From an optimization exercise on the open Yosys and OpenROAD flow, aimed at small area; shortcuts taken in it are not production practice.
The RTL was checked by simulation tests, not by an equivalence proof against the original design.
Power is estimated from default activity; no workload was simulated.

<file path="design.v">
`timescale 1ns/1ns
`timescale 1ns/1ns
`timescale 1ns/1ns
`timescale 1ns/1ns
`timescale 1ns/1ns
module ldpc_cnu_top
(
	input  logic         clk,
	input  logic         rst,
	input  logic         in_valid,
	input  logic [119:0] v2c,
	output logic         out_valid,
	output logic [119:0] c2v
);
	logic [6:0] vld;
	always_ff @(posedge clk) begin
		if (rst) begin
			vld <= '0;
		end else begin
			vld <= {vld[5:0], in_valid};
		end
	end
	assign out_valid = vld[6];
	wire [19:0] sgn;
	wire        par;
	logic [19:0] s1_sgn;
	assign sgn[0] = v2c[5];
	assign sgn[1] = v2c[11];
	assign sgn[2] = v2c[17];
	assign sgn[3] = v2c[23];
	assign sgn[4] = v2c[29];
	assign sgn[5] = v2c[35];
	assign sgn[6] = v2c[41];
	assign sgn[7] = v2c[47];
	assign sgn[8] = v2c[53];
	assign sgn[9] = v2c[59];
	assign sgn[10] = v2c[65];
	assign sgn[11] = v2c[71];
	assign sgn[12] = v2c[77];
	assign sgn[13] = v2c[83];
	assign sgn[14] = v2c[89];
	assign sgn[15] = v2c[95];
	assign sgn[16] = v2c[101];
	assign sgn[17] = v2c[107];
	assign sgn[18] = v2c[113];
	assign sgn[19] = v2c[119];
	assign par = ^sgn;
	always_ff @(posedge clk) begin
		s1_sgn <= sgn ^ {20{par}};
	end
	wire [4:0] m0 = v2c[4:0];
	wire [4:0] m1 = v2c[10:6];
	wire [4:0] m2 = v2c[16:12];
	wire [4:0] m3 = v2c[22:18];
	wire [4:0] m4 = v2c[28:24];
	wire [4:0] m5 = v2c[34:30];
	wire [4:0] m6 = v2c[40:36];
	wire [4:0] m7 = v2c[46:42];
	wire [4:0] m8 = v2c[52:48];
	wire [4:0] m9 = v2c[58:54];
	wire [4:0] m10 = v2c[64:60];
	wire [4:0] m11 = v2c[70:66];
	wire [4:0] m12 = v2c[76:72];
	wire [4:0] m13 = v2c[82:78];
	wire [4:0] m14 = v2c[88:84];
	wire [4:0] m15 = v2c[94:90];
	wire [4:0] m16 = v2c[100:96];
	wire [4:0] m17 = v2c[106:102];
	wire [4:0] m18 = v2c[112:108];
	wire [4:0] m19 = v2c[118:114];
	wire g0_b0_1 = ((~m1[4] & m0[4]) | ~(m1[4] & ~m0[4]) & ((~m1[3] & m0[3]) | ~(m1[3] & ~m0[3]) & ((~m1[2] & m0[2]) | ~(m1[2] & ~m0[2]) & ((~m1[1] & m0[1]) | ~(m1[1] & ~m0[1]) & (~m1[0] & m0[0])))));
	wire g0_b0_2 = ((~m2[4] & m0[4]) | ~(m2[4] & ~m0[4]) & ((~m2[3] & m0[3]) | ~(m2[3] & ~m0[3]) & ((~m2[2] & m0[2]) | ~(m2[2] & ~m0[2]) & ((~m2[1] & m0[1]) | ~(m2[1] & ~m0[1]) & (~m2[0] & m0[0])))));
	wire g0_b0_3 = ((~m3[4] & m0[4]) | ~(m3[4] & ~m0[4]) & ((~m3[3] & m0[3]) | ~(m3[3] & ~m0[3]) & ((~m3[2] & m0[2]) | ~(m3[2] & ~m0[2]) & ((~m3[1] & m0[1]) | ~(m3[1] & ~m0[1]) & (~m3[0] & m0[0])))));
	wire g0_b1_2 = ((~m2[4] & m1[4]) | ~(m2[4] & ~m1[4]) & ((~m2[3] & m1[3]) | ~(m2[3] & ~m1[3]) & ((~m2[2] & m1[2]) | ~(m2[2] & ~m1[2]) & ((~m2[1] & m1[1]) | ~(m2[1] & ~m1[1]) & (~m2[0] & m1[0])))));
	wire g0_b1_3 = ((~m3[4] & m1[4]) | ~(m3[4] & ~m1[4]) & ((~m3[3] & m1[3]) | ~(m3[3] & ~m1[3]) & ((~m3[2] & m1[2]) | ~(m3[2] & ~m1[2]) & ((~m3[1] & m1[1]) | ~(m3[1] & ~m1[1]) & (~m3[0] & m1[0])))));
	wire g0_b2_3 = ((~m3[4] & m2[4]) | ~(m3[4] & ~m2[4]) & ((~m3[3] & m2[3]) | ~(m3[3] & ~m2[3]) & ((~m3[2] & m2[2]) | ~(m3[2] & ~m2[2]) & ((~m3[1] & m2[1]) | ~(m3[1] & ~m2[1]) & (~m3[0] & m2[0])))));
	wire g0_s0_0 = ~(g0_b0_1 | g0_b0_2 | g0_b0_3);
	wire g0_s1_0 = (g0_b0_1 | g0_b0_2 | g0_b0_3) & ~((g0_b0_1 & g0_b0_2) | (g0_b0_1 & g0_b0_3) | (g0_b0_2 & g0_b0_3));
	wire g0_s0_1 = ~(~g0_b0_1 | g0_b1_2 | g0_b1_3);
	wire g0_s1_1 = (~g0_b0_1 | g0_b1_2 | g0_b1_3) & ~((~g0_b0_1 & g0_b1_2) | (~g0_b0_1 & g0_b1_3) | (g0_b1_2 & g0_b1_3));
	wire g0_s0_2 = ~(~g0_b0_2 | ~g0_b1_2 | g0_b2_3);
	wire g0_s1_2 = (~g0_b0_2 | ~g0_b1_2 | g0_b2_3) & ~((~g0_b0_2 & ~g0_b1_2) | (~g0_b0_2 & g0_b2_3) | (~g0_b1_2 & g0_b2_3));
	wire g0_s0_3 = ~(~g0_b0_3 | ~g0_b1_3 | ~g0_b2_3);
	wire g0_s1_3 = (~g0_b0_3 | ~g0_b1_3 | ~g0_b2_3) & ~((~g0_b0_3 & ~g0_b1_3) | (~g0_b0_3 & ~g0_b2_3) | (~g0_b1_3 & ~g0_b2_3));
	wire [4:0] g0_m1 = (m0 & {5{g0_s0_0}}) | (m1 & {5{g0_s0_1}}) | (m2 & {5{g0_s0_2}}) | (m3 & {5{g0_s0_3}});
	wire [4:0] g0_m2 = (m0 & {5{g0_s1_0}}) | (m1 & {5{g0_s1_1}}) | (m2 & {5{g0_s1_2}}) | (m3 & {5{g0_s1_3}});
	wire [1:0] g0_ix = (2'd0 & {2{g0_s0_0}}) | (2'd1 & {2{g0_s0_1}}) | (2'd2 & {2{g0_s0_2}}) | (2'd3 & {2{g0_s0_3}});
	wire g1_b0_1 = ((~m5[4] & m4[4]) | ~(m5[4] & ~m4[4]) & ((~m5[3] & m4[3]) | ~(m5[3] & ~m4[3]) & ((~m5[2] & m4[2]) | ~(m5[2] & ~m4[2]) & ((~m5[1] & m4[1]) | ~(m5[1] & ~m4[1]) & (~m5[0] & m4[0])))));
	wire g1_b0_2 = ((~m6[4] & m4[4]) | ~(m6[4] & ~m4[4]) & ((~m6[3] & m4[3]) | ~(m6[3] & ~m4[3]) & ((~m6[2] & m4[2]) | ~(m6[2] & ~m4[2]) & ((~m6[1] & m4[1]) | ~(m6[1] & ~m4[1]) & (~m6[0] & m4[0])))));
	wire g1_b0_3 = ((~m7[4] & m4[4]) | ~(m7[4] & ~m4[4]) & ((~m7[3] & m4[3]) | ~(m7[3] & ~m4[3]) & ((~m7[2] & m4[2]) | ~(m7[2] & ~m4[2]) & ((~m7[1] & m4[1]) | ~(m7[1] & ~m4[1]) & (~m7[0] & m4[0])))));
	wire g1_b1_2 = ((~m6[4] & m5[4]) | ~(m6[4] & ~m5[4]) & ((~m6[3] & m5[3]) | ~(m6[3] & ~m5[3]) & ((~m6[2] & m5[2]) | ~(m6[2] & ~m5[2]) & ((~m6[1] & m5[1]) | ~(m6[1] & ~m5[1]) & (~m6[0] & m5[0])))));
	wire g1_b1_3 = ((~m7[4] & m5[4]) | ~(m7[4] & ~m5[4]) & ((~m7[3] & m5[3]) | ~(m7[3] & ~m5[3]) & ((~m7[2] & m5[2]) | ~(m7[2] & ~m5[2]) & ((~m7[1] & m5[1]) | ~(m7[1] & ~m5[1]) & (~m7[0] & m5[0])))));
	wire g1_b2_3 = ((~m7[4] & m6[4]) | ~(m7[4] & ~m6[4]) & ((~m7[3] & m6[3]) | ~(m7[3] & ~m6[3]) & ((~m7[2] & m6[2]) | ~(m7[2] & ~m6[2]) & ((~m7[1] & m6[1]) | ~(m7[1] & ~m6[1]) & (~m7[0] & m6[0])))));
	wire g1_s0_0 = ~(g1_b0_1 | g1_b0_2 | g1_b0_3);
	wire g1_s1_0 = (g1_b0_1 | g1_b0_2 | g1_b0_3) & ~((g1_b0_1 & g1_b0_2) | (g1_b0_1 & g1_b0_3) | (g1_b0_2 & g1_b0_3));
	wire g1_s0_1 = ~(~g1_b0_1 | g1_b1_2 | g1_b1_3);
	wire g1_s1_1 = (~g1_b0_1 | g1_b1_2 | g1_b1_3) & ~((~g1_b0_1 & g1_b1_2) | (~g1_b0_1 & g1_b1_3) | (g1_b1_2 & g1_b1_3));
	wire g1_s0_2 = ~(~g1_b0_2 | ~g1_b1_2 | g1_b2_3);
	wire g1_s1_2 = (~g1_b0_2 | ~g1_b1_2 | g1_b2_3) & ~((~g1_b0_2 & ~g1_b1_2) | (~g1_b0_2 & g1_b2_3) | (~g1_b1_2 & g1_b2_3));
	wire g1_s0_3 = ~(~g1_b0_3 | ~g1_b1_3 | ~g1_b2_3);
	wire g1_s1_3 = (~g1_b0_3 | ~g1_b1_3 | ~g1_b2_3) & ~((~g1_b0_3 & ~g1_b1_3) | (~g1_b0_3 & ~g1_b2_3) | (~g1_b1_3 & ~g1_b2_3));
	wire [4:0] g1_m1 = (m4 & {5{g1_s0_0}}) | (m5 & {5{g1_s0_1}}) | (m6 & {5{g1_s0_2}}) | (m7 & {5{g1_s0_3}});
	wire [4:0] g1_m2 = (m4 & {5{g1_s1_0}}) | (m5 & {5{g1_s1_1}}) | (m6 & {5{g1_s1_2}}) | (m7 & {5{g1_s1_3}});
	wire [1:0] g1_ix = (2'd0 & {2{g1_s0_0}}) | (2'd1 & {2{g1_s0_1}}) | (2'd2 & {2{g1_s0_2}}) | (2'd3 & {2{g1_s0_3}});
	wire g2_b0_1 = ((~m9[4] & m8[4]) | ~(m9[4] & ~m8[4]) & ((~m9[3] & m8[3]) | ~(m9[3] & ~m8[3]) & ((~m9[2] & m8[2]) | ~(m9[2] & ~m8[2]) & ((~m9[1] & m8[1]) | ~(m9[1] & ~m8[1]) & (~m9[0] & m8[0])))));
	wire g2_b0_2 = ((~m10[4] & m8[4]) | ~(m10[4] & ~m8[4]) & ((~m10[3] & m8[3]) | ~(m10[3] & ~m8[3]) & ((~m10[2] & m8[2]) | ~(m10[2] & ~m8[2]) & ((~m10[1] & m8[1]) | ~(m10[1] & ~m8[1]) & (~m10[0] & m8[0])))));
	wire g2_b0_3 = ((~m11[4] & m8[4]) | ~(m11[4] & ~m8[4]) & ((~m11[3] & m8[3]) | ~(m11[3] & ~m8[3]) & ((~m11[2] & m8[2]) | ~(m11[2] & ~m8[2]) & ((~m11[1] & m8[1]) | ~(m11[1] & ~m8[1]) & (~m11[0] & m8[0])))));
	wire g2_b1_2 = ((~m10[4] & m9[4]) | ~(m10[4] & ~m9[4]) & ((~m10[3] & m9[3]) | ~(m10[3] & ~m9[3]) & ((~m10[2] & m9[2]) | ~(m10[2] & ~m9[2]) & ((~m10[1] & m9[1]) | ~(m10[1] & ~m9[1]) & (~m10[0] & m9[0])))));
	wire g2_b1_3 = ((~m11[4] & m9[4]) | ~(m11[4] & ~m9[4]) & ((~m11[3] & m9[3]) | ~(m11[3] & ~m9[3]) & ((~m11[2] & m9[2]) | ~(m11[2] & ~m9[2]) & ((~m11[1] & m9[1]) | ~(m11[1] & ~m9[1]) & (~m11[0] & m9[0])))));
	wire g2_b2_3 = ((~m11[4] & m10[4]) | ~(m11[4] & ~m10[4]) & ((~m11[3] & m10[3]) | ~(m11[3] & ~m10[3]) & ((~m11[2] & m10[2]) | ~(m11[2] & ~m10[2]) & ((~m11[1] & m10[1]) | ~(m11[1] & ~m10[1]) & (~m11[0] & m10[0])))));
	wire g2_s0_0 = ~(g2_b0_1 | g2_b0_2 | g2_b0_3);
	wire g2_s1_0 = (g2_b0_1 | g2_b0_2 | g2_b0_3) & ~((g2_b0_1 & g2_b0_2) | (g2_b0_1 & g2_b0_3) | (g2_b0_2 & g2_b0_3));
	wire g2_s0_1 = ~(~g2_b0_1 | g2_b1_2 | g2_b1_3);
	wire g2_s1_1 = (~g2_b0_1 | g2_b1_2 | g2_b1_3) & ~((~g2_b0_1 & g2_b1_2) | (~g2_b0_1 & g2_b1_3) | (g2_b1_2 & g2_b1_3));
	wire g2_s0_2 = ~(~g2_b0_2 | ~g2_b1_2 | g2_b2_3);
	wire g2_s1_2 = (~g2_b0_2 | ~g2_b1_2 | g2_b2_3) & ~((~g2_b0_2 & ~g2_b1_2) | (~g2_b0_2 & g2_b2_3) | (~g2_b1_2 & g2_b2_3));
	wire g2_s0_3 = ~(~g2_b0_3 | ~g2_b1_3 | ~g2_b2_3);
	wire g2_s1_3 = (~g2_b0_3 | ~g2_b1_3 | ~g2_b2_3) & ~((~g2_b0_3 & ~g2_b1_3) | (~g2_b0_3 & ~g2_b2_3) | (~g2_b1_3 & ~g2_b2_3));
	wire [4:0] g2_m1 = (m8 & {5{g2_s0_0}}) | (m9 & {5{g2_s0_1}}) | (m10 & {5{g2_s0_2}}) | (m11 & {5{g2_s0_3}});
	wire [4:0] g2_m2 = (m8 & {5{g2_s1_0}}) | (m9 & {5{g2_s1_1}}) | (m10 & {5{g2_s1_2}}) | (m11 & {5{g2_s1_3}});
	wire [1:0] g2_ix = (2'd0 & {2{g2_s0_0}}) | (2'd1 & {2{g2_s0_1}}) | (2'd2 & {2{g2_s0_2}}) | (2'd3 & {2{g2_s0_3}});
	wire g3_b0_1 = ((~m13[4] & m12[4]) | ~(m13[4] & ~m12[4]) & ((~m13[3] & m12[3]) | ~(m13[3] & ~m12[3]) & ((~m13[2] & m12[2]) | ~(m13[2] & ~m12[2]) & ((~m13[1] & m12[1]) | ~(m13[1] & ~m12[1]) & (~m13[0] & m12[0])))));
	wire g3_b0_2 = ((~m14[4] & m12[4]) | ~(m14[4] & ~m12[4]) & ((~m14[3] & m12[3]) | ~(m14[3] & ~m12[3]) & ((~m14[2] & m12[2]) | ~(m14[2] & ~m12[2]) & ((~m14[1] & m12[1]) | ~(m14[1] & ~m12[1]) & (~m14[0] & m12[0])))));
	wire g3_b0_3 = ((~m15[4] & m12[4]) | ~(m15[4] & ~m12[4]) & ((~m15[3] & m12[3]) | ~(m15[3] & ~m12[3]) & ((~m15[2] & m12[2]) | ~(m15[2] & ~m12[2]) & ((~m15[1] & m12[1]) | ~(m15[1] & ~m12[1]) & (~m15[0] & m12[0])))));
	wire g3_b1_2 = ((~m14[4] & m13[4]) | ~(m14[4] & ~m13[4]) & ((~m14[3] & m13[3]) | ~(m14[3] & ~m13[3]) & ((~m14[2] & m13[2]) | ~(m14[2] & ~m13[2]) & ((~m14[1] & m13[1]) | ~(m14[1] & ~m13[1]) & (~m14[0] & m13[0])))));
	wire g3_b1_3 = ((~m15[4] & m13[4]) | ~(m15[4] & ~m13[4]) & ((~m15[3] & m13[3]) | ~(m15[3] & ~m13[3]) & ((~m15[2] & m13[2]) | ~(m15[2] & ~m13[2]) & ((~m15[1] & m13[1]) | ~(m15[1] & ~m13[1]) & (~m15[0] & m13[0])))));
	wire g3_b2_3 = ((~m15[4] & m14[4]) | ~(m15[4] & ~m14[4]) & ((~m15[3] & m14[3]) | ~(m15[3] & ~m14[3]) & ((~m15[2] & m14[2]) | ~(m15[2] & ~m14[2]) & ((~m15[1] & m14[1]) | ~(m15[1] & ~m14[1]) & (~m15[0] & m14[0])))));
	wire g3_s0_0 = ~(g3_b0_1 | g3_b0_2 | g3_b0_3);
	wire g3_s1_0 = (g3_b0_1 | g3_b0_2 | g3_b0_3) & ~((g3_b0_1 & g3_b0_2) | (g3_b0_1 & g3_b0_3) | (g3_b0_2 & g3_b0_3));
	wire g3_s0_1 = ~(~g3_b0_1 | g3_b1_2 | g3_b1_3);
	wire g3_s1_1 = (~g3_b0_1 | g3_b1_2 | g3_b1_3) & ~((~g3_b0_1 & g3_b1_2) | (~g3_b0_1 & g3_b1_3) | (g3_b1_2 & g3_b1_3));
	wire g3_s0_2 = ~(~g3_b0_2 | ~g3_b1_2 | g3_b2_3);
	wire g3_s1_2 = (~g3_b0_2 | ~g3_b1_2 | g3_b2_3) & ~((~g3_b0_2 & ~g3_b1_2) | (~g3_b0_2 & g3_b2_3) | (~g3_b1_2 & g3_b2_3));
	wire g3_s0_3 = ~(~g3_b0_3 | ~g3_b1_3 | ~g3_b2_3);
	wire g3_s1_3 = (~g3_b0_3 | ~g3_b1_3 | ~g3_b2_3) & ~((~g3_b0_3 & ~g3_b1_3) | (~g3_b0_3 & ~g3_b2_3) | (~g3_b1_3 & ~g3_b2_3));
	wire [4:0] g3_m1 = (m12 & {5{g3_s0_0}}) | (m13 & {5{g3_s0_1}}) | (m14 & {5{g3_s0_2}}) | (m15 & {5{g3_s0_3}});
	wire [4:0] g3_m2 = (m12 & {5{g3_s1_0}}) | (m13 & {5{g3_s1_1}}) | (m14 & {5{g3_s1_2}}) | (m15 & {5{g3_s1_3}});
	wire [1:0] g3_ix = (2'd0 & {2{g3_s0_0}}) | (2'd1 & {2{g3_s0_1}}) | (2'd2 & {2{g3_s0_2}}) | (2'd3 & {2{g3_s0_3}});
	wire g4_b0_1 = ((~m17[4] & m16[4]) | ~(m17[4] & ~m16[4]) & ((~m17[3] & m16[3]) | ~(m17[3] & ~m16[3]) & ((~m17[2] & m16[2]) | ~(m17[2] & ~m16[2]) & ((~m17[1] & m16[1]) | ~(m17[1] & ~m16[1]) & (~m17[0] & m16[0])))));
	wire g4_b0_2 = ((~m18[4] & m16[4]) | ~(m18[4] & ~m16[4]) & ((~m18[3] & m16[3]) | ~(m18[3] & ~m16[3]) & ((~m18[2] & m16[2]) | ~(m18[2] & ~m16[2]) & ((~m18[1] & m16[1]) | ~(m18[1] & ~m16[1]) & (~m18[0] & m16[0])))));
	wire g4_b0_3 = ((~m19[4] & m16[4]) | ~(m19[4] & ~m16[4]) & ((~m19[3] & m16[3]) | ~(m19[3] & ~m16[3]) & ((~m19[2] & m16[2]) | ~(m19[2] & ~m16[2]) & ((~m19[1] & m16[1]) | ~(m19[1] & ~m16[1]) & (~m19[0] & m16[0])))));
	wire g4_b1_2 = ((~m18[4] & m17[4]) | ~(m18[4] & ~m17[4]) & ((~m18[3] & m17[3]) | ~(m18[3] & ~m17[3]) & ((~m18[2] & m17[2]) | ~(m18[2] & ~m17[2]) & ((~m18[1] & m17[1]) | ~(m18[1] & ~m17[1]) & (~m18[0] & m17[0])))));
	wire g4_b1_3 = ((~m19[4] & m17[4]) | ~(m19[4] & ~m17[4]) & ((~m19[3] & m17[3]) | ~(m19[3] & ~m17[3]) & ((~m19[2] & m17[2]) | ~(m19[2] & ~m17[2]) & ((~m19[1] & m17[1]) | ~(m19[1] & ~m17[1]) & (~m19[0] & m17[0])))));
	wire g4_b2_3 = ((~m19[4] & m18[4]) | ~(m19[4] & ~m18[4]) & ((~m19[3] & m18[3]) | ~(m19[3] & ~m18[3]) & ((~m19[2] & m18[2]) | ~(m19[2] & ~m18[2]) & ((~m19[1] & m18[1]) | ~(m19[1] & ~m18[1]) & (~m19[0] & m18[0])))));
	wire g4_s0_0 = ~(g4_b0_1 | g4_b0_2 | g4_b0_3);
	wire g4_s1_0 = (g4_b0_1 | g4_b0_2 | g4_b0_3) & ~((g4_b0_1 & g4_b0_2) | (g4_b0_1 & g4_b0_3) | (g4_b0_2 & g4_b0_3));
	wire g4_s0_1 = ~(~g4_b0_1 | g4_b1_2 | g4_b1_3);
	wire g4_s1_1 = (~g4_b0_1 | g4_b1_2 | g4_b1_3) & ~((~g4_b0_1 & g4_b1_2) | (~g4_b0_1 & g4_b1_3) | (g4_b1_2 & g4_b1_3));
	wire g4_s0_2 = ~(~g4_b0_2 | ~g4_b1_2 | g4_b2_3);
	wire g4_s1_2 = (~g4_b0_2 | ~g4_b1_2 | g4_b2_3) & ~((~g4_b0_2 & ~g4_b1_2) | (~g4_b0_2 & g4_b2_3) | (~g4_b1_2 & g4_b2_3));
	wire g4_s0_3 = ~(~g4_b0_3 | ~g4_b1_3 | ~g4_b2_3);
	wire g4_s1_3 = (~g4_b0_3 | ~g4_b1_3 | ~g4_b2_3) & ~((~g4_b0_3 & ~g4_b1_3) | (~g4_b0_3 & ~g4_b2_3) | (~g4_b1_3 & ~g4_b2_3));
	wire [4:0] g4_m1 = (m16 & {5{g4_s0_0}}) | (m17 & {5{g4_s0_1}}) | (m18 & {5{g4_s0_2}}) | (m19 & {5{g4_s0_3}});
	wire [4:0] g4_m2 = (m16 & {5{g4_s1_0}}) | (m17 & {5{g4_s1_1}}) | (m18 & {5{g4_s1_2}}) | (m19 & {5{g4_s1_3}});
	wire [1:0] g4_ix = (2'd0 & {2{g4_s0_0}}) | (2'd1 & {2{g4_s0_1}}) | (2'd2 & {2{g4_s0_2}}) | (2'd3 & {2{g4_s0_3}});
	logic [4:0] r1_m1_0;
	logic [4:0] r1_m2_0;
	logic [1:0] r1_ix_0;
	logic [4:0] r1_m1_1;
	logic [4:0] r1_m2_1;
	logic [1:0] r1_ix_1;
	logic [4:0] r1_m1_2;
	logic [4:0] r1_m2_2;
	logic [1:0] r1_ix_2;
	logic [4:0] r1_m1_3;
	logic [4:0] r1_m2_3;
	logic [1:0] r1_ix_3;
	logic [4:0] r1_m1_4;
	logic [4:0] r1_m2_4;
	logic [1:0] r1_ix_4;
	always_ff @(posedge clk) begin
		r1_m1_0 <= g0_m1;
		r1_m2_0 <= g0_m2;
		r1_ix_0 <= g0_ix;
		r1_m1_1 <= g1_m1;
		r1_m2_1 <= g1_m2;
		r1_ix_1 <= g1_ix;
		r1_m1_2 <= g2_m1;
		r1_m2_2 <= g2_m2;
		r1_ix_2 <= g2_ix;
		r1_m1_3 <= g3_m1;
		r1_m2_3 <= g3_m2;
		r1_ix_3 <= g3_ix;
		r1_m1_4 <= g4_m1;
		r1_m2_4 <= g4_m2;
		r1_ix_4 <= g4_ix;
	end
	wire t_b0_1 = ((~r1_m1_1[4] & r1_m1_0[4]) | ~(r1_m1_1[4] & ~r1_m1_0[4]) & ((~r1_m1_1[3] & r1_m1_0[3]) | ~(r1_m1_1[3] & ~r1_m1_0[3]) & ((~r1_m1_1[2] & r1_m1_0[2]) | ~(r1_m1_1[2] & ~r1_m1_0[2]) & ((~r1_m1_1[1] & r1_m1_0[1]) | ~(r1_m1_1[1] & ~r1_m1_0[1]) & (~r1_m1_1[0] & r1_m1_0[0])))));
	wire t_b0_2 = ((~r1_m1_2[4] & r1_m1_0[4]) | ~(r1_m1_2[4] & ~r1_m1_0[4]) & ((~r1_m1_2[3] & r1_m1_0[3]) | ~(r1_m1_2[3] & ~r1_m1_0[3]) & ((~r1_m1_2[2] & r1_m1_0[2]) | ~(r1_m1_2[2] & ~r1_m1_0[2]) & ((~r1_m1_2[1] & r1_m1_0[1]) | ~(r1_m1_2[1] & ~r1_m1_0[1]) & (~r1_m1_2[0] & r1_m1_0[0])))));
	wire t_b0_3 = ((~r1_m1_3[4] & r1_m1_0[4]) | ~(r1_m1_3[4] & ~r1_m1_0[4]) & ((~r1_m1_3[3] & r1_m1_0[3]) | ~(r1_m1_3[3] & ~r1_m1_0[3]) & ((~r1_m1_3[2] & r1_m1_0[2]) | ~(r1_m1_3[2] & ~r1_m1_0[2]) & ((~r1_m1_3[1] & r1_m1_0[1]) | ~(r1_m1_3[1] & ~r1_m1_0[1]) & (~r1_m1_3[0] & r1_m1_0[0])))));
	wire t_b0_4 = ((~r1_m1_4[4] & r1_m1_0[4]) | ~(r1_m1_4[4] & ~r1_m1_0[4]) & ((~r1_m1_4[3] & r1_m1_0[3]) | ~(r1_m1_4[3] & ~r1_m1_0[3]) & ((~r1_m1_4[2] & r1_m1_0[2]) | ~(r1_m1_4[2] & ~r1_m1_0[2]) & ((~r1_m1_4[1] & r1_m1_0[1]) | ~(r1_m1_4[1] & ~r1_m1_0[1]) & (~r1_m1_4[0] & r1_m1_0[0])))));
	wire t_b1_2 = ((~r1_m1_2[4] & r1_m1_1[4]) | ~(r1_m1_2[4] & ~r1_m1_1[4]) & ((~r1_m1_2[3] & r1_m1_1[3]) | ~(r1_m1_2[3] & ~r1_m1_1[3]) & ((~r1_m1_2[2] & r1_m1_1[2]) | ~(r1_m1_2[2] & ~r1_m1_1[2]) & ((~r1_m1_2[1] & r1_m1_1[1]) | ~(r1_m1_2[1] & ~r1_m1_1[1]) & (~r1_m1_2[0] & r1_m1_1[0])))));
	wire t_b1_3 = ((~r1_m1_3[4] & r1_m1_1[4]) | ~(r1_m1_3[4] & ~r1_m1_1[4]) & ((~r1_m1_3[3] & r1_m1_1[3]) | ~(r1_m1_3[3] & ~r1_m1_1[3]) & ((~r1_m1_3[2] & r1_m1_1[2]) | ~(r1_m1_3[2] & ~r1_m1_1[2]) & ((~r1_m1_3[1] & r1_m1_1[1]) | ~(r1_m1_3[1] & ~r1_m1_1[1]) & (~r1_m1_3[0] & r1_m1_1[0])))));
	wire t_b1_4 = ((~r1_m1_4[4] & r1_m1_1[4]) | ~(r1_m1_4[4] & ~r1_m1_1[4]) & ((~r1_m1_4[3] & r1_m1_1[3]) | ~(r1_m1_4[3] & ~r1_m1_1[3]) & ((~r1_m1_4[2] & r1_m1_1[2]) | ~(r1_m1_4[2] & ~r1_m1_1[2]) & ((~r1_m1_4[1] & r1_m1_1[1]) | ~(r1_m1_4[1] & ~r1_m1_1[1]) & (~r1_m1_4[0] & r1_m1_1[0])))));
	wire t_b2_3 = ((~r1_m1_3[4] & r1_m1_2[4]) | ~(r1_m1_3[4] & ~r1_m1_2[4]) & ((~r1_m1_3[3] & r1_m1_2[3]) | ~(r1_m1_3[3] & ~r1_m1_2[3]) & ((~r1_m1_3[2] & r1_m1_2[2]) | ~(r1_m1_3[2] & ~r1_m1_2[2]) & ((~r1_m1_3[1] & r1_m1_2[1]) | ~(r1_m1_3[1] & ~r1_m1_2[1]) & (~r1_m1_3[0] & r1_m1_2[0])))));
	wire t_b2_4 = ((~r1_m1_4[4] & r1_m1_2[4]) | ~(r1_m1_4[4] & ~r1_m1_2[4]) & ((~r1_m1_4[3] & r1_m1_2[3]) | ~(r1_m1_4[3] & ~r1_m1_2[3]) & ((~r1_m1_4[2] & r1_m1_2[2]) | ~(r1_m1_4[2] & ~r1_m1_2[2]) & ((~r1_m1_4[1] & r1_m1_2[1]) | ~(r1_m1_4[1] & ~r1_m1_2[1]) & (~r1_m1_4[0] & r1_m1_2[0])))));
	wire t_b3_4 = ((~r1_m1_4[4] & r1_m1_3[4]) | ~(r1_m1_4[4] & ~r1_m1_3[4]) & ((~r1_m1_4[3] & r1_m1_3[3]) | ~(r1_m1_4[3] & ~r1_m1_3[3]) & ((~r1_m1_4[2] & r1_m1_3[2]) | ~(r1_m1_4[2] & ~r1_m1_3[2]) & ((~r1_m1_4[1] & r1_m1_3[1]) | ~(r1_m1_4[1] & ~r1_m1_3[1]) & (~r1_m1_4[0] & r1_m1_3[0])))));
	wire t_s0_0 = ~(t_b0_1 | t_b0_2 | t_b0_3 | t_b0_4);
	wire t_s1_0 = (t_b0_1 | t_b0_2 | t_b0_3 | t_b0_4) & ~((t_b0_1 & t_b0_2) | (t_b0_1 & t_b0_3) | (t_b0_1 & t_b0_4) | (t_b0_2 & t_b0_3) | (t_b0_2 & t_b0_4) | (t_b0_3 & t_b0_4));
	wire t_s0_1 = ~(~t_b0_1 | t_b1_2 | t_b1_3 | t_b1_4);
	wire t_s1_1 = (~t_b0_1 | t_b1_2 | t_b1_3 | t_b1_4) & ~((~t_b0_1 & t_b1_2) | (~t_b0_1 & t_b1_3) | (~t_b0_1 & t_b1_4) | (t_b1_2 & t_b1_3) | (t_b1_2 & t_b1_4) | (t_b1_3 & t_b1_4));
	wire t_s0_2 = ~(~t_b0_2 | ~t_b1_2 | t_b2_3 | t_b2_4);
	wire t_s1_2 = (~t_b0_2 | ~t_b1_2 | t_b2_3 | t_b2_4) & ~((~t_b0_2 & ~t_b1_2) | (~t_b0_2 & t_b2_3) | (~t_b0_2 & t_b2_4) | (~t_b1_2 & t_b2_3) | (~t_b1_2 & t_b2_4) | (t_b2_3 & t_b2_4));
	wire t_s0_3 = ~(~t_b0_3 | ~t_b1_3 | ~t_b2_3 | t_b3_4);
	wire t_s1_3 = (~t_b0_3 | ~t_b1_3 | ~t_b2_3 | t_b3_4) & ~((~t_b0_3 & ~t_b1_3) | (~t_b0_3 & ~t_b2_3) | (~t_b0_3 & t_b3_4) | (~t_b1_3 & ~t_b2_3) | (~t_b1_3 & t_b3_4) | (~t_b2_3 & t_b3_4));
	wire t_s0_4 = ~(~t_b0_4 | ~t_b1_4 | ~t_b2_4 | ~t_b3_4);
	wire t_s1_4 = (~t_b0_4 | ~t_b1_4 | ~t_b2_4 | ~t_b3_4) & ~((~t_b0_4 & ~t_b1_4) | (~t_b0_4 & ~t_b2_4) | (~t_b0_4 & ~t_b3_4) | (~t_b1_4 & ~t_b2_4) | (~t_b1_4 & ~t_b3_4) | (~t_b2_4 & ~t_b3_4));
	wire [4:0] t_m1 = (r1_m1_0 & {5{t_s0_0}}) | (r1_m1_1 & {5{t_s0_1}}) | (r1_m1_2 & {5{t_s0_2}}) | (r1_m1_3 & {5{t_s0_3}}) | (r1_m1_4 & {5{t_s0_4}});
	wire [4:0] t_wb = (r1_m2_0 & {5{t_s0_0}}) | (r1_m2_1 & {5{t_s0_1}}) | (r1_m2_2 & {5{t_s0_2}}) | (r1_m2_3 & {5{t_s0_3}}) | (r1_m2_4 & {5{t_s0_4}});
	wire [4:0] t_ra = (r1_m1_0 & {5{t_s1_0}}) | (r1_m1_1 & {5{t_s1_1}}) | (r1_m1_2 & {5{t_s1_2}}) | (r1_m1_3 & {5{t_s1_3}}) | (r1_m1_4 & {5{t_s1_4}});
	wire [1:0] t_lx = (r1_ix_0 & {2{t_s0_0}}) | (r1_ix_1 & {2{t_s0_1}}) | (r1_ix_2 & {2{t_s0_2}}) | (r1_ix_3 & {2{t_s0_3}}) | (r1_ix_4 & {2{t_s0_4}});
	wire [2:0] t_gx = (3'd0 & {3{t_s0_0}}) | (3'd1 & {3{t_s0_1}}) | (3'd2 & {3{t_s0_2}}) | (3'd3 & {3{t_s0_3}}) | (3'd4 & {3{t_s0_4}});
	logic [19:0] r2_sgn;
	logic [4:0]  r2_m1;
	logic [4:0]  r2_wb;
	logic [4:0]  r2_ra;
	logic [1:0]  r2_lx;
	logic [2:0]  r2_gx;
	always_ff @(posedge clk) begin
		r2_sgn <= s1_sgn;
		r2_m1 <= t_m1;
		r2_wb <= t_wb;
		r2_ra <= t_ra;
		r2_lx <= t_lx;
		r2_gx <= t_gx;
	end
	wire u_c = ((~r2_ra[4] & r2_wb[4]) | ~(r2_ra[4] & ~r2_wb[4]) & ((~r2_ra[3] & r2_wb[3]) | ~(r2_ra[3] & ~r2_wb[3]) & ((~r2_ra[2] & r2_wb[2]) | ~(r2_ra[2] & ~r2_wb[2]) & ((~r2_ra[1] & r2_wb[1]) | ~(r2_ra[1] & ~r2_wb[1]) & (~r2_ra[0] & r2_wb[0])))));
	wire [4:0] u_m2 = u_c ? r2_ra : r2_wb;
	logic [19:0] q_sgn [5];
	logic [4:0]  q_m1 [5];
	logic [4:0]  q_m2 [5];
	logic [1:0]  q_lx [5];
	logic [2:0]  q_gx [5];
	always_ff @(posedge clk) begin
		q_sgn[0] <= r2_sgn;
		q_m1[0] <= r2_m1;
		q_m2[0] <= u_m2;
		q_lx[0] <= r2_lx;
		q_gx[0] <= r2_gx;
		for (int k = 1; k < 5; k++) begin
			q_sgn[k] <= q_sgn[k-1];
			q_m1[k] <= q_m1[k-1];
			q_m2[k] <= q_m2[k-1];
			q_lx[k] <= q_lx[k-1];
			q_gx[k] <= q_gx[k-1];
		end
	end
	assign c2v[5] = q_sgn[4][0];
	assign c2v[4:0] = (q_gx[4] == 3'd0 && q_lx[4] == 2'd0) ? q_m2[4] : q_m1[4];
	assign c2v[11] = q_sgn[4][1];
	assign c2v[10:6] = (q_gx[4] == 3'd0 && q_lx[4] == 2'd1) ? q_m2[4] : q_m1[4];
	assign c2v[17] = q_sgn[4][2];
	assign c2v[16:12] = (q_gx[4] == 3'd0 && q_lx[4] == 2'd2) ? q_m2[4] : q_m1[4];
	assign c2v[23] = q_sgn[4][3];
	assign c2v[22:18] = (q_gx[4] == 3'd0 && q_lx[4] == 2'd3) ? q_m2[4] : q_m1[4];
	assign c2v[29] = q_sgn[4][4];
	assign c2v[28:24] = (q_gx[4] == 3'd1 && q_lx[4] == 2'd0) ? q_m2[4] : q_m1[4];
	assign c2v[35] = q_sgn[4][5];
	assign c2v[34:30] = (q_gx[4] == 3'd1 && q_lx[4] == 2'd1) ? q_m2[4] : q_m1[4];
	assign c2v[41] = q_sgn[4][6];
	assign c2v[40:36] = (q_gx[4] == 3'd1 && q_lx[4] == 2'd2) ? q_m2[4] : q_m1[4];
	assign c2v[47] = q_sgn[4][7];
	assign c2v[46:42] = (q_gx[4] == 3'd1 && q_lx[4] == 2'd3) ? q_m2[4] : q_m1[4];
	assign c2v[53] = q_sgn[4][8];
	assign c2v[52:48] = (q_gx[4] == 3'd2 && q_lx[4] == 2'd0) ? q_m2[4] : q_m1[4];
	assign c2v[59] = q_sgn[4][9];
	assign c2v[58:54] = (q_gx[4] == 3'd2 && q_lx[4] == 2'd1) ? q_m2[4] : q_m1[4];
	assign c2v[65] = q_sgn[4][10];
	assign c2v[64:60] = (q_gx[4] == 3'd2 && q_lx[4] == 2'd2) ? q_m2[4] : q_m1[4];
	assign c2v[71] = q_sgn[4][11];
	assign c2v[70:66] = (q_gx[4] == 3'd2 && q_lx[4] == 2'd3) ? q_m2[4] : q_m1[4];
	assign c2v[77] = q_sgn[4][12];
	assign c2v[76:72] = (q_gx[4] == 3'd3 && q_lx[4] == 2'd0) ? q_m2[4] : q_m1[4];
	assign c2v[83] = q_sgn[4][13];
	assign c2v[82:78] = (q_gx[4] == 3'd3 && q_lx[4] == 2'd1) ? q_m2[4] : q_m1[4];
	assign c2v[89] = q_sgn[4][14];
	assign c2v[88:84] = (q_gx[4] == 3'd3 && q_lx[4] == 2'd2) ? q_m2[4] : q_m1[4];
	assign c2v[95] = q_sgn[4][15];
	assign c2v[94:90] = (q_gx[4] == 3'd3 && q_lx[4] == 2'd3) ? q_m2[4] : q_m1[4];
	assign c2v[101] = q_sgn[4][16];
	assign c2v[100:96] = (q_gx[4] == 3'd4 && q_lx[4] == 2'd0) ? q_m2[4] : q_m1[4];
	assign c2v[107] = q_sgn[4][17];
	assign c2v[106:102] = (q_gx[4] == 3'd4 && q_lx[4] == 2'd1) ? q_m2[4] : q_m1[4];
	assign c2v[113] = q_sgn[4][18];
	assign c2v[112:108] = (q_gx[4] == 3'd4 && q_lx[4] == 2'd2) ? q_m2[4] : q_m1[4];
	assign c2v[119] = q_sgn[4][19];
	assign c2v[118:114] = (q_gx[4] == 3'd4 && q_lx[4] == 2'd3) ? q_m2[4] : q_m1[4];
endmodule
</file>
<file path="run.sh">
#!/bin/bash
# synth_recipe.tcl (not shown) runs the flow's synth.tcl, then flattens the netlist and writes it again
# the make line also repeats each setting of config.mk as NAME=value (left out here)
make -C /OpenROAD-flow-scripts/flow DESIGN_CONFIG=/design/flow/config.mk WORK_HOME=/design/flow/orfs CLKGATE_MAP_FILE= SYNTH_SCRIPT=/design/flow/synth_recipe.tcl finish
</file>
<file path="config.mk">
export PLATFORM = sky130hd
export DESIGN_NAME = ldpc_cnu_top
export DESIGN_NICKNAME = ldpc_cnu_top
export VERILOG_FILES = /design/flow/design.v
export SDC_FILE = /design/flow/constraint.sdc
export NUM_CORES = 4
export LEC_CHECK = 0
export CAP_MARGIN = 20
export CORE_MARGIN = 2
export CORE_UTILIZATION = 40
export SLEW_MARGIN = 20
</file>
<file path="constraint.sdc">
create_clock -name core_clock -period 3.3 [get_ports {clk}]
set_input_delay 0.6600 -clock core_clock [delete_from_list [all_inputs] [get_ports {clk}]]
set_output_delay 0.6600 -clock core_clock [all_outputs]
set_load 0.01 [all_outputs]
</file>
==> impl_metrics.toml, run 1 <==
[cts]
numCtsBuffers = 29
root_buffer = "clkbuf_16"
cts-htree-levels = 1
clk_pin_slew_ns = 0.06
cts.sinks = 302
clk-insertion-delay-late_ns = 0.52
cts.hold.buffers_added = 0
cts_tree = "built"
cts_max_path_buffers = 3

[timing]
hold_viol = 0
maxSlewViolCount = 0
fin_skew_ns = 0.006890
fmax_mhz = 308.8
relSlewSlack_pct = 31.91
fin_crit_sh_pct = 98.13
rsz0062_at_grt = "true"
min_period_ns = 3.238
setup_viol = 0
tns_ns = 0
worst-slew-pin-transition_ns = 1.018
timing.hold.ws_ns = 0.3223

[yosys]
synth_seq_cells = 302
synth-main-ff-cell = "dfxtp_1"
netlist_area_um2 = 13700
syn_avg_cell_area_um2 = 9.485
seq_area_frac_synth_pct = 44.14
ys_types = 72
synth_top_area_share_pct = 44.14
synth_nets = 1567
synthTopCellsByArea = "dfxtp_1, mux2_2, a22oi_1, xnor2_1, nand2_1"
syn_inst = 1444
synthArstFlopShare_pct = 0
yosys.area.top_type = "dfxtp_1"
synth_common_cells = "dfxtp_1, nand2_1, mux2_2, inv_1, a22oi_1"
synth_edf_count = 0
yosysWarnings = 6
yosysMostFrequentCell = "dfxtp_1"

[detailed_routing]
drtPass1Iterations = 13
drc = 0
wirelength_mm = 39.33
wl_per_cell_um = 17.58
route.vias.total = 12420
dr.first_iter.drc_count = 1133
viasPerCell = 5.553
ant_nets = 0

[critical_path]
cp_max_fo = 5
critPathKind = "flip-flop to output pin"
arrival_ns = 2.58
critPathRequiredTime_ns = 2.64
end_kind = "output pin"
cp-start-kind = "flip-flop"

[place]
gp_congestion = 0.9995
portBuffers = 243
numPlacedInstances = 2187
place_area_um2 = 17330
dp_hpwl_mm = 29.94

[power]
p_sw_share_pct = 30.63
p_comb_share_pct = 34.7
p_int_mw = 9.572
p_sw_mw = 4.226
total_power_mw = 13.80
powerDensity_nw_per_um2 = 753.5
clkPwrFrac_pct = 23.6
vdd_drop_max_mv = 0.4882
power_frac_seq_pct = 41.7
p_leak_nw = 7.340

[worst_hold_path]
hp-class = "flip-flop to flip-flop"

[cells_and_area]
antenna_cells = 0
nets = 1893
fill_cells = 3014
register_area_um2 = 6046
multi_input_area_um2 = 7076
design_area_um2 = 18310
final_cells = 2237
area_delta_synth_final_pct = 33.68
drive_gt1_share_pct = 16.99

[global_route]
grt_pass1_vias = 11780
antenna_found_initial = 0
grt_overflow = 0
grt_pass1_wl_mm = 62.72
grt_max_degree = 21
grt_usage_pct = 21.18

[floorplanning]
die_area_um2 = 35740
rows = 67
initial_core_util_pct = 40.75
io-pin-count = 244
die_x_um = 189.0
die_h_um = 189.0
coreArea_um2 = 33620

[status]
status = "timing/DRC/antenna clean"

[flow_run]
maxCapViolations = 0
-- critical path, stage by stage (launching register included) --
cell and delay [ns]:
dfxtp_1 0.38, nor3b_1 0.43, nor2b_2 0.39, mux2_2 0.37
clkdlybuf4s50_1 0.50
-- timing repair --
action / 4_1_cts / 5_1_grt
pin swaps: 0 / 0
resized for setup: 1 / 1
endpoints found under the setup margin: 5 / 22
cloned: 0 / 0
setup buffers: 0 / 0
-- path summary, 6_finish.rpt --
kind         startpoint  cells past startpoint  slack, ns         end
min          q_m1[3][1]                      0       0.32  q_m1[4][1]
max reg2reg  r1_m1_4[0]                      9       0.25    r2_wb[2]
max          q_gx[4][2]                      4       0.06    c2v[118]
min reg2reg  q_m1[3][1]                      0       0.32  q_m1[4][1]
-- area by class of cell --
cell class	instances	area share, %
multi-input combinational	989	38.64
sequential	302	33.02
timing repair buffer	363	18.20
inverter	85	1.743
clock buffer	36	4.380
clock inverter	14	0.9498
tap	448	3.061
-- cells by family (layout without fill, tap and decap cells) --
logic type      Yosys count  after routing  share of synthesized area, %
compound gates          364            364                         20.46
mux                     104            104                         8.550
simple gates            432            432                         16.54
fa+ha+maj                29             29                         2.174
flops                   302            302                         44.14
xor+xnor                 60             60                         3.837
buf+inv                 153            498                         4.293
-- metrics by stage --
| stage | utilization, % | setup WS [ns] |
|---|---|---|
| floorplan | - | 0.4783 |
| global placement | 51.55 | 0.02004 |
| detailed placement | 51.55 | -0.02156 |
| CTS | 54.46 | 0.01964 |
| global route | 54.47 | -0.05191 |
| finish | 54.47 | 0.06157 |
-- state kept, by name, indices dropped and copies added (netlist names), 7 cells and up --
signal  flops
vld         7
q_gx       15
q_sgn     100
r2_sgn     20
q_m2       25
q_lx       10
s1_sgn     20
q_m1       25
-- routing by layer --
layer / up-vias / global-route usage [%] / routed length (µm)
li1: 6029 / - / -
met5: - / 0 / 0
met4: 0 / 7.181 / 1274
met3: 115 / 2.447 / 3090
met2: 624 / 35.14 / 18160
met1: 5655 / 28.61 / 16800
-- power groups by stage --
stage / clock network (mW) / registers [mW] / logic (mW)
final: 3.26 / 5.75 / 4.78
after global placement: 0 / 5.79 / 4.74
after floorplan: 0 / 5.51 / 2.77
after detailed placement: 0 / 5.84 / 4.74
after global routing: 3.51 / 5.92 / 5.16
after CTS: 3.37 / 5.77 / 4.77
-- cells in the final DEF, fill, tap and decap left out, types with 8 or more instances in the layout --
master and instances:
dfxtp_1 302, a221o_1 8, or2_2 17, nand2_1 113
nand4_1 10, o21ai_0 33, inv_1 85, a22oi_1 82
and2_1 8, clkdlybuf4s50_1 243, a21oi_1 34, nor3_1 32
a222oi_1 16, o22ai_1 21, a221oi_1 37, nor2b_1 49
nor4_1 8, mux2_2 104, nor2_1 53, o2111ai_1 11
maj3_1 23, buf_4 120, clkbuf_16 29, nand3_1 48
xor2_1 9, a32o_1 10, xnor2_1 50, nor3b_1 19
a32oi_1 38, nand2b_1 43
==> run 2, diff against run 1 <==
==> flow/run.sh (new file) <==
#!/bin/bash
# Standard ORFS layout with three changes: ports get the smallest buffer,
# the clock tree uses small clock buffers without dummy loads, and
# non-critical cells are downsized after global routing.
set -euo pipefail
bash standard.sh \
	"BUFFER_PORTS_ARGS=-buffer_cell sky130_fd_sc_hd__buf_1" \
	"CTS_ARGS=-sink_clustering_enable -repair_clock_nets -dont_use_dummy_load -sink_clustering_size 20 -sink_clustering_max_diameter 80 -buf_list {sky130_fd_sc_hd__clkbuf_8}" \
	"RECOVER_POWER=100" \
	finish > flow_standard.log 2>&1
==> standard.sh (new file) <==
#!/bin/bash
# synth_recipe.tcl (not shown) runs the flow's synth.tcl, then flattens the netlist and writes it again
# the make line also repeats each setting of config.mk as NAME=value (left out here)
make -C /OpenROAD-flow-scripts/flow DESIGN_CONFIG=/design/flow/config.mk WORK_HOME=/design/flow/orfs CLKGATE_MAP_FILE= SYNTH_SCRIPT=/design/flow/synth_recipe.tcl "${@:-finish}"
--- a/config.mk
+++ b/config.mk
@@ -8,4 +8,5 @@
 export CAP_MARGIN = 20
 export CORE_MARGIN = 2
-export CORE_UTILIZATION = 40
+export CORE_UTILIZATION = 60
+export GPL_TIMING_DRIVEN = 0
 export SLEW_MARGIN = 20
removed: run.sh
==> run 2 against run 1 <==
  * Hold slack worse by 0.0055 ns
  * Via count is 2.0% lower
  * Sequential share of layout area is 6.8 points higher
  * Flip-flop and latch count stayed put
  * Cell count is 12% lower
  * Utilization is 13 points higher
  * Critical endpoint is now r2_lx[0]
  * Largest cell class unchanged
==> impl_metrics.toml, run 2 <==
[status]
status = "timing/DRC/antenna clean"

[detailed_routing]
viasPerCell = 6.170
drc = 0
route.vias.total = 12180
wirelength_mm = 35.62
drtPass1Iterations = 10
wl_per_cell_um = 18.04
dr.first_iter.drc_count = 1097
ant_nets = 0

[critical_path]
end_kind = "flip-flop"
critPathKind = "flip-flop to flip-flop"
worstPathCellList = "clkbuf_1 -> nand2b_1 -> maj3_1 -> a221oi_2 -> a21o_1 -> buf_2 -> nor3b_1 -> clkbuf_2 -> a222oi_1 -> nand2_1"
critPathRequiredTime_ns = 3.66
cp-start-kind = "flip-flop"
crit_path_top_delay_cell = "a222oi_1"
critPathMaxStageDelay_ns = 0.51
arrival_ns = 3.50
cp_max_fo = 10

[yosys]
synthArstFlopShare_pct = 0
syn_avg_cell_area_um2 = 9.485
synth-main-ff-cell = "dfxtp_1"
synth_nets = 1567
synthTopCellsByArea = "dfxtp_1, mux2_2, a22oi_1, xnor2_1, nand2_1"
synth_seq_cells = 302
yosys.area.top_type = "dfxtp_1"
ys_types = 72
yosysWarnings = 6
synth_edf_count = 0
netlist_area_um2 = 13700
synth_top_area_share_pct = 44.14
synth_common_cells = "dfxtp_1, nand2_1, mux2_2, inv_1, a22oi_1"
yosysMostFrequentCell = "dfxtp_1"
seq_area_frac_synth_pct = 44.14
syn_inst = 1444

[floorplanning]
die_h_um = 155.1
die_x_um = 155.1
die_area_um2 = 24050
io-pin-count = 244
coreArea_um2 = 22500
initial_core_util_pct = 60.87
rows = 55

[global_route]
grt_pass1_wl_mm = 55.60
grt_pass1_vias = 10880
grt_max_degree = 21
antenna_found_initial = 0
grt_usage_pct = 27.92
grt_overflow = 0

[timing]
worst_slack_ns = 0.1581
timing.hold.ws_ns = 0.3168
hold_viol = 0
rsz0062_at_grt = "false"
worst-slew-pin-transition_ns = 1.056
fin_skew_ns = 0.02914
setup_viol = 0
fmax_mhz = 318.3
maxSlewViolCount = 0
relSlewSlack_pct = 28.95
fin_crit_sh_pct = 95.21
min_period_ns = 3.142
tns_ns = 0

[place]
place_area_um2 = 14910
dp_hpwl_mm = 26.33
gp_congestion = 0.9817
preCtsSetupSlack_ns = 0.06498
numPlacedInstances = 1956
portBuffers = 227

[cells_and_area]
area_delta_synth_final_pct = 10.83
largest_reg_flops = 100
regMostFlops = "q_sgn"
drive_gt1_share_pct = 9.177
antenna_cells = 0
final_cells = 1974
final_util_pct = 67.46
biggestRegsByFlops = "q_sgn: 100 flops, q_m1: 25 flops, q_m2: 25 flops"
nets = 1814
final_cell_mix = "dfxtp_1, buf_1, nand2_1, mux2_2, inv_1"
design_area_um2 = 15180
fill_cells = 1858
final_common_cell = "dfxtp_1"

[cts]
numCtsBuffers = 19
cts_tree = "built"
cts.hold.buffers_added = 0
postCtsResizedCells = 0
cts_max_path_buffers = 3
cts-htree-levels = 1
clk_pin_slew_ns = 0.10
root_buffer = "clkbuf_8"
cts.sinks = 302
clk-insertion-delay-late_ns = 0.52
cts_setup_buffers = 0

[flow_run]
maxCapViolations = 0

[power]
total_power_mw = 11.13
p_leak_nw = 5.864
vdd_drop_max_mv = 0.3992
powerDensity_nw_per_um2 = 733.0

[worst_hold_path]
hp-class = "flip-flop to flip-flop"
[run 2: cell counts after synthesis]
No cell type changed its count.
[run 2: routing by layer]
metal / part of all wire (%) / vias up / track usage (%) / routed length, µm
li1: - / 5845 / - / -
met1: 41 / 5545 / 35.66 / 14600
met2: 47 / 688 / 48.00 / 16600
met3: 8.7 / 101 / 4.429 / 3110
met4: 3.7 / 0 / 10.01 / 1300
met5: 0 / - / 0 / 0
[run 2: report_power, final]
part           switching, mW  internal [mW]  leakage [nW]
sequential             0.449           5.09          2.52
combinational           2.47           1.61          3.21
clock                  0.982          0.522         0.137
[run 2: cell families (layout without fill, tap and decap cells)]
kind of cell               Yosys count  in the layout  synth area share [%]
and+or+nand+nor                    432            432                 16.54
xor gates and xnor gates            60             60                 3.837
muxes                              104            104                 8.550
AOI/OAI and AO/OA                  364            364                 20.46
buffers and inverters              153            398                 4.293
adders and majority gates           29             29                 2.174
DFF                                302            302                 44.14
[run 2: path summary, 6_finish.rpt]
check / startpoint / end / slack, ns / cells past startpoint
worst max-delay path: r1_m1_1[0] / r2_lx[0] / 0.16 / 10
worst min-delay path: q_m2[0][2] / q_m2[1][2] / 0.32 / 0
worst max register to register: r1_m1_1[0] / r2_lx[0] / 0.16 / 10
worst min register to register: q_m2[0][2] / q_m2[1][2] / 0.32 / 0
[run 2: cell type report]
class / count / area, µm² / share of cell area (%)
inverters: 85 / 319.1 / 2.102
multi-input cells: 989 / 7081 / 46.65
clock buffers: 19 / 261.5 / 1.723
plain buffers: 67 / 262.8 / 1.731
flip-flops and latches: 302 / 6047 / 39.84
repair buffers: 227 / 852.1 / 5.613
well taps: 285 / 356.6 / 2.349
[run 2: critical path: cells and delay by family (launching register included)]
| family | cells | cell delay, ns |
|---|---|---|
| AO/OA/AOI/OAI | 3 | 1.04 |
| adder cells (fa/ha/maj) | 1 | 0.37 |
| buffers and inverters | 3 | 0.77 |
| flip-flops | 1 | 0.32 |
| AND/OR/NAND/NOR | 3 | 0.49 |
==> run 3, diff against run 2 <==
==> flow/run.sh (replaced) <==
#!/bin/bash
# Standard ORFS layout with three changes: ports get the smallest buffer,
# the clock tree uses small clock buffers without dummy loads, and
# non-critical cells are downsized after global routing.
set -euo pipefail
bash standard.sh \
	"BUFFER_PORTS_ARGS=-buffer_cell sky130_fd_sc_hd__buf_1" \
	"CTS_ARGS=-sink_clustering_enable -repair_clock_nets -dont_use_dummy_load -buf_list {sky130_fd_sc_hd__clkbuf_4 sky130_fd_sc_hd__clkbuf_8}" \
	"RECOVER_POWER=100" \
	finish > flow_standard.log 2>&1
==> run 3 against run 2 <==
  * Setup slack got worse by 0.060 ns
  * Area after synthesis did not move
  * Critical endpoint unchanged
  * Via count rose by 2.1%
  * Fmax fell by 1.9%
  * Register-to-register slack got worse by 0.06 ns
  * Sequential power rose by 0.7%
  * Largest cell class unchanged
  * First-iteration DRC count fell by 3.7%
  * Flip-flop and latch count did not move
==> impl_metrics.toml, run 3 <==
[status]
status = "timing/DRC/antenna clean"

[timing]
hold_viol = 0
fmax_mhz = 312.3
worst_slack_ns = 0.09823
relSlewSlack_pct = 29.98
setup_viol = 0
tns_ns = 0
rsz0062_at_grt = "false"
fin_crit_sh_pct = 97.02
maxSlewViolCount = 0
fin_skew_ns = 0.05359
worst-slew-pin-transition_ns = 1.036
min_period_ns = 3.202

[cells_and_area]
antenna_cells = 0
area_delta_synth_final_pct = 13.15
biggestRegsByFlops = "q_sgn: 100 flops, q_m1: 25 flops, q_m2: 25 flops"
nets = 1838
final_common_cell = "dfxtp_1"
final_cell_mix = "dfxtp_1, buf_1, nand2_1, mux2_2, inv_1"
final_util_pct = 68.87
largest_reg_flops = 100
drive_gt1_share_pct = 10.33
regMostFlops = "q_sgn"

[detailed_routing]
wl_per_cell_um = 18.09
route.vias.total = 12430
drc = 0
wirelength_mm = 36.14
viasPerCell = 6.221
dr.first_iter.drc_count = 1056
drtPass1Iterations = 6
ant_nets = 0

[global_route]
grt_overflow = 0
grt_usage_pct = 28.66
grt_max_degree = 13
antenna_found_initial = 0
grt_pass1_wl_mm = 56.86
grt_pass1_vias = 11260

[critical_path]
worstPathCellList = "inv_1 -> a2111oi_0 -> a2111oi_0 -> a311o_1 -> and2_0 -> nor3b_1 -> clkbuf_2 -> a222oi_1 -> nand2_1"
rr_startpoint = "r1_m1_0[2]"
end_kind = "flip-flop"
reg2regPathDepth = 9
critPathKind = "flip-flop to flip-flop"
arrival_ns = 3.54
cp_common_cell = "a2111oi_0"
critPathMaxStageDelay_ns = 0.52
critPathRequiredTime_ns = 3.64
crit_path_top_delay_cell = "dfxtp_1"
r2r-end = "r2_lx[0]"
cp_max_fo = 10
cp-start-kind = "flip-flop"
r2r_slack_ns = 0.1

[yosys]
syn_avg_cell_area_um2 = 9.485
yosysWarnings = 6
yosys.area.top_type = "dfxtp_1"
synthTopCellsByArea = "dfxtp_1, mux2_2, a22oi_1, xnor2_1, nand2_1"
syn_inst = 1444
synth_nets = 1567
yosysMostFrequentCell = "dfxtp_1"
synth_common_cells = "dfxtp_1, nand2_1, mux2_2, inv_1, a22oi_1"
synth_edf_count = 0
netlist_area_um2 = 13700
synth-main-ff-cell = "dfxtp_1"
ys_types = 72
synth_seq_cells = 302
synthArstFlopShare_pct = 0
seq_area_frac_synth_pct = 44.14
synth_top_area_share_pct = 44.14

[cts]
numCtsBuffers = 43
cts.hold.buffers_added = 0
root_buffer = "clkbuf_8"
clk_pin_slew_ns = 0.06
clk-insertion-delay-late_ns = 0.53
cts_max_path_buffers = 3
cts.sinks = 302
cts-htree-levels = 2
cts_tree = "built"

[worst_hold_path]
hp-start = "r2_sgn[13]"
hp-class = "flip-flop to flip-flop"
worstHoldEndpoint = "q_sgn[0][13]"
min_path_cells = 0

[power]
powerDensity_nw_per_um2 = 769.7
p_leak_nw = 6.029
vdd_drop_max_mv = 0.3715
total_power_mw = 11.93

[place]
preCtsSetupSlack_ns = 0.06498
gp_congestion = 0.9817
dp_hpwl_mm = 26.33
portBuffers = 227

[floorplanning]
coreArea_um2 = 22500
io-pin-count = 244
rows = 55
die_area_um2 = 24050
die_h_um = 155.1
initial_core_util_pct = 60.87
die_x_um = 155.1

[flow_run]
maxCapViolations = 0
run 3: cell counts after synthesis:
Identical to the previous run, type by type.
run 3: worst max path at each step:
stage | from | endpoint | slack (ns)
2_1_floorplan | v2c[12] | r1_m1_0[1] | 0.48
3_3_place_gp | r1_m1_0[0] | r2_lx[0] | 0.08
3_5_place_dp | v2c[66] | r1_m1_2[0] | 0.06
4_1_cts | r1_m1_4[4] | r2_lx[0] | 0.09
5_1_grt | r1_m1_4[4] | r2_wb[3] | 0.006
6_report | r1_m1_0[2] | r2_lx[0] | 0.1
run 3: power by group:
group	internal [mW]	leakage, nW	switching (mW)
Sequential	5.11	2.52	0.468
Clock	1.15	0.309	1.12
Combinational	1.61	3.20	2.47
run 3: metrics by stage:
stage | area (µm²) | hold WS, ns | instances
final | 15500 | 0.2938 | 1998
after global routing | 15500 | 0.2960 | 1998
after CTS | 15500 | 0.2914 | 1999
after detailed placement | 14910 | 0.3121 | 1956
after global placement | 14910 | 0.3096 | 1956
after floorplan | 13700 | 0.3096 | 1444
run 3: area by class of cell:
class | instances | area [µm²]
multi-input combinational | 989 | 7071
fill | 1812 | 7005
sequential | 302 | 6046
timing repair buffer | 227 | 852.1
clock buffer | 43 | 591.8
tap | 285 | 356.6
inverter | 85 | 319.1
buffer | 67 | 261.5
run 3: critical path: cells and delay by family (launching register included):
family	cells	cell delay (ns)
simple gates	3	0.67
compound gates	4	1.41
buf+inv	2	0.43
flops	1	0.52
run 3: repair_timing:
| action | CTS | global route |
|---|---|---|
| setup buffers | 0 | 0 |
| setup endpoints to repair | 0 | 10 |
| gates resized for setup | 0 | 9 |
| endpoints found under the hold margin | 0 | 0 |
run 3: cell families (layout without fill, tap and decap cells):
family	Yosys count	after routing	synth area share, %
buffers and inverters	153	422	4.293
and+or+nand+nor	432	432	16.54
muxes	104	104	8.550
adders and majority gates	29	29	2.174
DFF	302	302	44.14
xor gates and xnor gates	60	60	3.837
AOI/OAI and AO/OA	364	364	20.46
run 3: per-layer routing:
metal	global-route usage, %	up-vias	wire length (µm)
met5	0	-	0
met4	10.71	0	1224
met3	5.794	106	3326
met2	49.31	705	17060
met1	35.60	5727	14530
li1	-	5891	-

-- afterwards: timing with drivers on the ports --
How much do the figures lean on ideal ports? The routed layouts below were timed once more, with nothing changed but the port constraints. Step 1 assumes that a clkbuf_16 drives the clock port and a buf_2 every other input. Step 2 moves the port delays by t, midway between the first and last clock arrival at a register: inputs arrive t later, outputs are due t later. That takes back most of the time a late clock gives input paths. Three values: ideal, step 1, step 2; two values: the first two.
run	shift t [ns]	slack for setup (ns)	hold slack, ns	worst setup path at the end
run 1	0.566	0.062 / 0.017 / -0.042	0.322 / 0.322 / 0.322	input to register
run 2	0.549	0.158 / 0.158 / -0.218	0.317 / 0.317 / 0.317	input to register
run 3	0.544	0.098 / 0.098 / -0.269	0.294 / 0.294 / 0.294	input to register
Met with ideal ports but missed after step 2: setup timing in every run listed. For run 2, which loses most, drivers alone change the setup slack by 0.000 ns; drivers and shift together by -0.376 ns.
